From an optimization exercise on the open Yosys and OpenROAD flow, aimed at small area, a short achievable clock period and few clock cycles per item; shortcuts taken in it are not production practice. In this exercise RTL edits were held to simulation tests only and were not proved equivalent to the original. No activity file was given, so power comes from the tool's default toggle rates.

## pe_top
module pe_top
(
    input  logic                  clk_i,
    input  logic                  rst_i,
    input  logic [8+16-1:0] ev_i,
    input  logic                  ev_valid_i,
    output logic                  ev_ready_o,
    output logic [8+16-1:0] pro_o,
    output logic                  pro_valid_o,
    input  logic                  pro_ready_i,
    output logic [16-1:0] paddr_o,
    output logic                  pwrite_o,
    output logic [32-1:0] pwdata_o,
    output logic                  psel_o,
    output logic                  penable_o,
    input  logic [32-1:0] prdata_i,
    input  logic                  pready_i
);
    localparam int DS = 2;
    localparam int DN = 16 / DS;
    localparam logic [2:0] K_RP0 = 3'd0;
    localparam logic [2:0] K_RP1 = 3'd1;
    localparam logic [2:0] K_VR  = 3'd2;
    localparam logic [2:0] K_VW  = 3'd3;
    localparam logic [2:0] K_COL = 3'd4;
    localparam logic [2:0] PH_IDLE = 3'd0;
    localparam logic [2:0] PH_RP0  = 3'd1;
    localparam logic [2:0] PH_RP1  = 3'd2;
    localparam logic [2:0] PH_VR   = 3'd3;
    localparam logic [2:0] PH_POST = 3'd4;
    logic        eb_free_q;
    logic [7:0]  eb_idx_q;
  ...
Size: ~17000 um^2 of cells after synthesis.
==> flow/config.mk <==
export PLATFORM = sky130hd
export DESIGN_NAME = pe_top
export DESIGN_NICKNAME = pe_top
export VERILOG_FILES = /design/flow/design.v
export SDC_FILE = /design/flow/constraint.sdc
export NUM_CORES = 4
export LEC_CHECK = 0
export CAP_MARGIN = 20
export CORE_MARGIN = 2
export CORE_UTILIZATION = 60
export CTS_CLUSTER_DIAMETER = 70
export CTS_CLUSTER_SIZE = 25
export SLEW_MARGIN = 20
==> flow/constraint.sdc <==
create_clock -name core_clock -period 36.0 [get_ports {clk_i}]
set_input_delay 7.2000 -clock core_clock [delete_from_list [all_inputs] [get_ports {clk_i}]]
set_output_delay 7.2000 -clock core_clock [all_outputs]
set_load 0.01 [all_outputs]
standard.sh (not shown) runs the stock make flow with config.mk's settings and CLKGATE_MAP_FILE= SYNTH_SCRIPT=/design/flow/synth_recipe.tcl, a recipe that flattens the netlist after the stock synthesis.
==> flow/flow/run.sh <==
#!/bin/bash
set -euo pipefail
export SETUP_SLACK_MARGIN=27.7
bash standard.sh > std_flow.log 2>&1
Testbench counts at the start, summed over its fixed seeds: cycles 11,728, items 1,200.
Edit:
==> flow/flow/run.sh (replaced) <==
#!/bin/bash
set -euo pipefail
export SETUP_SLACK_MARGIN=27.6
bash standard.sh > std_flow.log 2>&1
--- a/flow/config.mk
+++ b/flow/config.mk
@@ -8 +8 @@
-export CAP_MARGIN = 20
+export CAP_MARGIN = 0
@@ -11,3 +11 @@
-export CTS_CLUSTER_DIAMETER = 70
-export CTS_CLUSTER_SIZE = 25
-export SLEW_MARGIN = 20
+export SLEW_MARGIN = 0
=> The changed run finished but fails on max-capacitance violations, max-slew violations. Final area rose by 1.1%. Die area stays the same. Register-to-register slack degrades by 0.02 ns.
Edit:
==> flow/run.sh (new file) <==
#!/bin/bash
# synth_recipe.tcl (not shown) runs the flow's synth.tcl, then flattens the netlist and writes it again
# the make line also repeats each setting of config.mk as NAME=value (left out here)
make -C /OpenROAD-flow-scripts/flow DESIGN_CONFIG=/design/flow/config.mk WORK_HOME=/design/flow/orfs CLKGATE_MAP_FILE= SYNTH_SCRIPT=/design/flow/synth_recipe.tcl finish
--- a/flow/config.mk
+++ b/flow/config.mk
@@ -8 +8 @@
-export CAP_MARGIN = 0
+export CAP_MARGIN = 20
@@ -11 +11,4 @@
-export SLEW_MARGIN = 0
+export CTS_CLUSTER_DIAMETER = 70
+export CTS_CLUSTER_SIZE = 25
+export SETUP_SLACK_MARGIN = 5
+export SLEW_MARGIN = 20
removed: flow/flow/run.sh
removed: flow/standard.sh
Effect: Now the flow completed without violations. Worst setup slack degrades by 1.5 ns. Routed wire length is lower by 2.4%. Synthesized cell count does not change. Final area is lower by 1.8%. Flip-flop and latch count stays the same. First-iteration DRC count is lower by 8.6%.
Edit:
==> flow/flow/run.sh (new file) <==
#!/bin/bash
set -euo pipefail
export SETUP_SLACK_MARGIN=27.7
export BUFFER_PORTS_ARGS="-inputs -outputs -buffer_cell sky130_fd_sc_hd__buf_2"
bash standard.sh > std_flow.log 2>&1
==> flow/standard.sh (new file) <==
#!/bin/bash
# synth_recipe.tcl (not shown) runs the flow's synth.tcl, then flattens the netlist and writes it again
# the make line also repeats each setting of config.mk as NAME=value (left out here)
make -C /OpenROAD-flow-scripts/flow DESIGN_CONFIG=/design/flow/config.mk WORK_HOME=/design/flow/orfs CLKGATE_MAP_FILE= SYNTH_SCRIPT=/design/flow/synth_recipe.tcl "${@:-finish}"
--- a/flow/config.mk
+++ b/flow/config.mk
@@ -13 +12,0 @@
-export SETUP_SLACK_MARGIN = 5
removed: flow/run.sh
- The changed run finished with timing, DRC and antenna clean
- cell area fell by 1.2%
- sequential power fell by about 0.9%
- via count climbs by 0.58%

* * *

## oak
Starting RTL as in the previous note.
Settings: LEC_CHECK=0, CAP_MARGIN=20, CORE_MARGIN=2, CORE_UTILIZATION=60, SLEW_MARGIN=20; clock period 36.0 ns.
==> flow/flow/run.sh <==
#!/bin/bash
set -euo pipefail
export SETUP_SLACK_MARGIN=27.7
export BUFFER_PORTS_ARGS="-inputs -outputs -buffer_cell sky130_fd_sc_hd__buf_2"
bash standard.sh > std_flow.log 2>&1
oak went all the way through synthesis, placement and routing and the layout is clean on timing, DRC and antenna.
Testbench counts of oak, summed over its fixed seeds: cycles 11,728, items 1,200.
For pine, these inputs were changed with respect to oak:
- CTS_BUF_LIST now sky130_fd_sc_hd__clkbuf_8, previously not set
==> flow/flow/run.sh <==
#!/bin/bash
set -euo pipefail
export SETUP_SLACK_MARGIN=27.7
bash standard.sh > std_flow.log 2>&1
Every run (oak and pine) finished clean. pine reports a lower share of power burned in the clock network than oak does. Between oak and pine, the number of inverters outside the clock class in the layout figures differ only marginally. In pine the total power turned out 3.8% lower than in oak.
--- input diff pine..birch ---
- CTS_BUF_LIST: sky130_fd_sc_hd__clkbuf_8 -> unset
- CORE_UTILIZATION: 60 -> 50
- CTS_CLUSTER_SIZE: unset -> 25
- CTS_CLUSTER_DIAMETER: unset -> 70
==> flow/flow/run.sh <==
#!/bin/bash
set -euo pipefail
export SETUP_SLACK_MARGIN=27.7
export BUFFER_PORTS_ARGS="-inputs -outputs -buffer_cell sky130_fd_sc_hd__buf_2"
bash standard.sh > std_flow.log 2>&1
Findings:
For the met3 track demand over resource, birch came in 4.0 points lower than pine did. Cmp pine and birch / post-layout instance area / lower: birch. There was hardly any difference in total DRC errors in the routed layout between birch and pine. Cmp pine and birch / average vias per placed instance / higher: pine. Measured against each other, pine and birch differ in area enclosed by the die boundary, the lower figure coming from pine. STATUS worst hold slack: birch wins against pine. Comparing core utilization for pine and birch, the smaller number came from birch. Register-to-register slack in birch is 0.14 ns below pine. Routed length per placed instance came out higher on birch than on pine. Compared with pine, birch shows first-pass iteration count of the detailed router lower by 3.
[inputs] maple vs birch
- a change of CORE_UTILIZATION from 50 to 60
==> flow/flow/run.sh <==
#!/bin/bash
set -euo pipefail
export SETUP_SLACK_MARGIN=27.85
export BUFFER_PORTS_ARGS="-inputs -outputs -buffer_cell sky130_fd_sc_hd__buf_2"
bash standard.sh > std_flow.log 2>&1
==> comparison <==
- maple vs. birch: count of non-CTS inverters in the layout did not really move; die area fell by about 16%; estimated wirelength of the detail-placed design decreased 2.7%.

what the ideal ports hide:
Ports are ideal in the flow. The routed layouts listed here were re-timed in OpenROAD.
Step 1 assumes that a clkbuf_16 drives the clock port and a buf_2 every other input.
Step 2 moves the port delays by t, midway between the first and last clock arrival at a register: inputs arrive t later, outputs are due t later. That takes back most of the time a late clock gives input paths.
Slacks: ideal / step 1 / step 2; pairs: ideal / step 1.
run	t, ns	setup slack, ns	slew at the worst register clock pin (ns)
the first run of note 1	0.575	27.650 / 27.598 / 27.150	0.10 / 0.10
the second run of note 1	0.609	27.622 / 27.573 / 27.122	0.06 / 0.06
the third run of note 1	0.572	26.111 / 26.139 / 25.568	0.10 / 0.10
the fourth run of note 1	0.557	27.675 / 27.626 / 27.261	0.10 / 0.10
oak	0.611	27.639 / 27.589 / 27.153	0.06 / 0.06
pine	0.610	27.619 / 27.572 / 27.100	0.07 / 0.07
birch	0.581	27.638 / 27.584 / 27.204	0.10 / 0.10
maple	0.564	27.670 / 27.618 / 27.237	0.10 / 0.10
For the third run of note 1, which loses most, drivers alone change the setup slack by +0.028 ns; drivers and shift together by -0.543 ns.
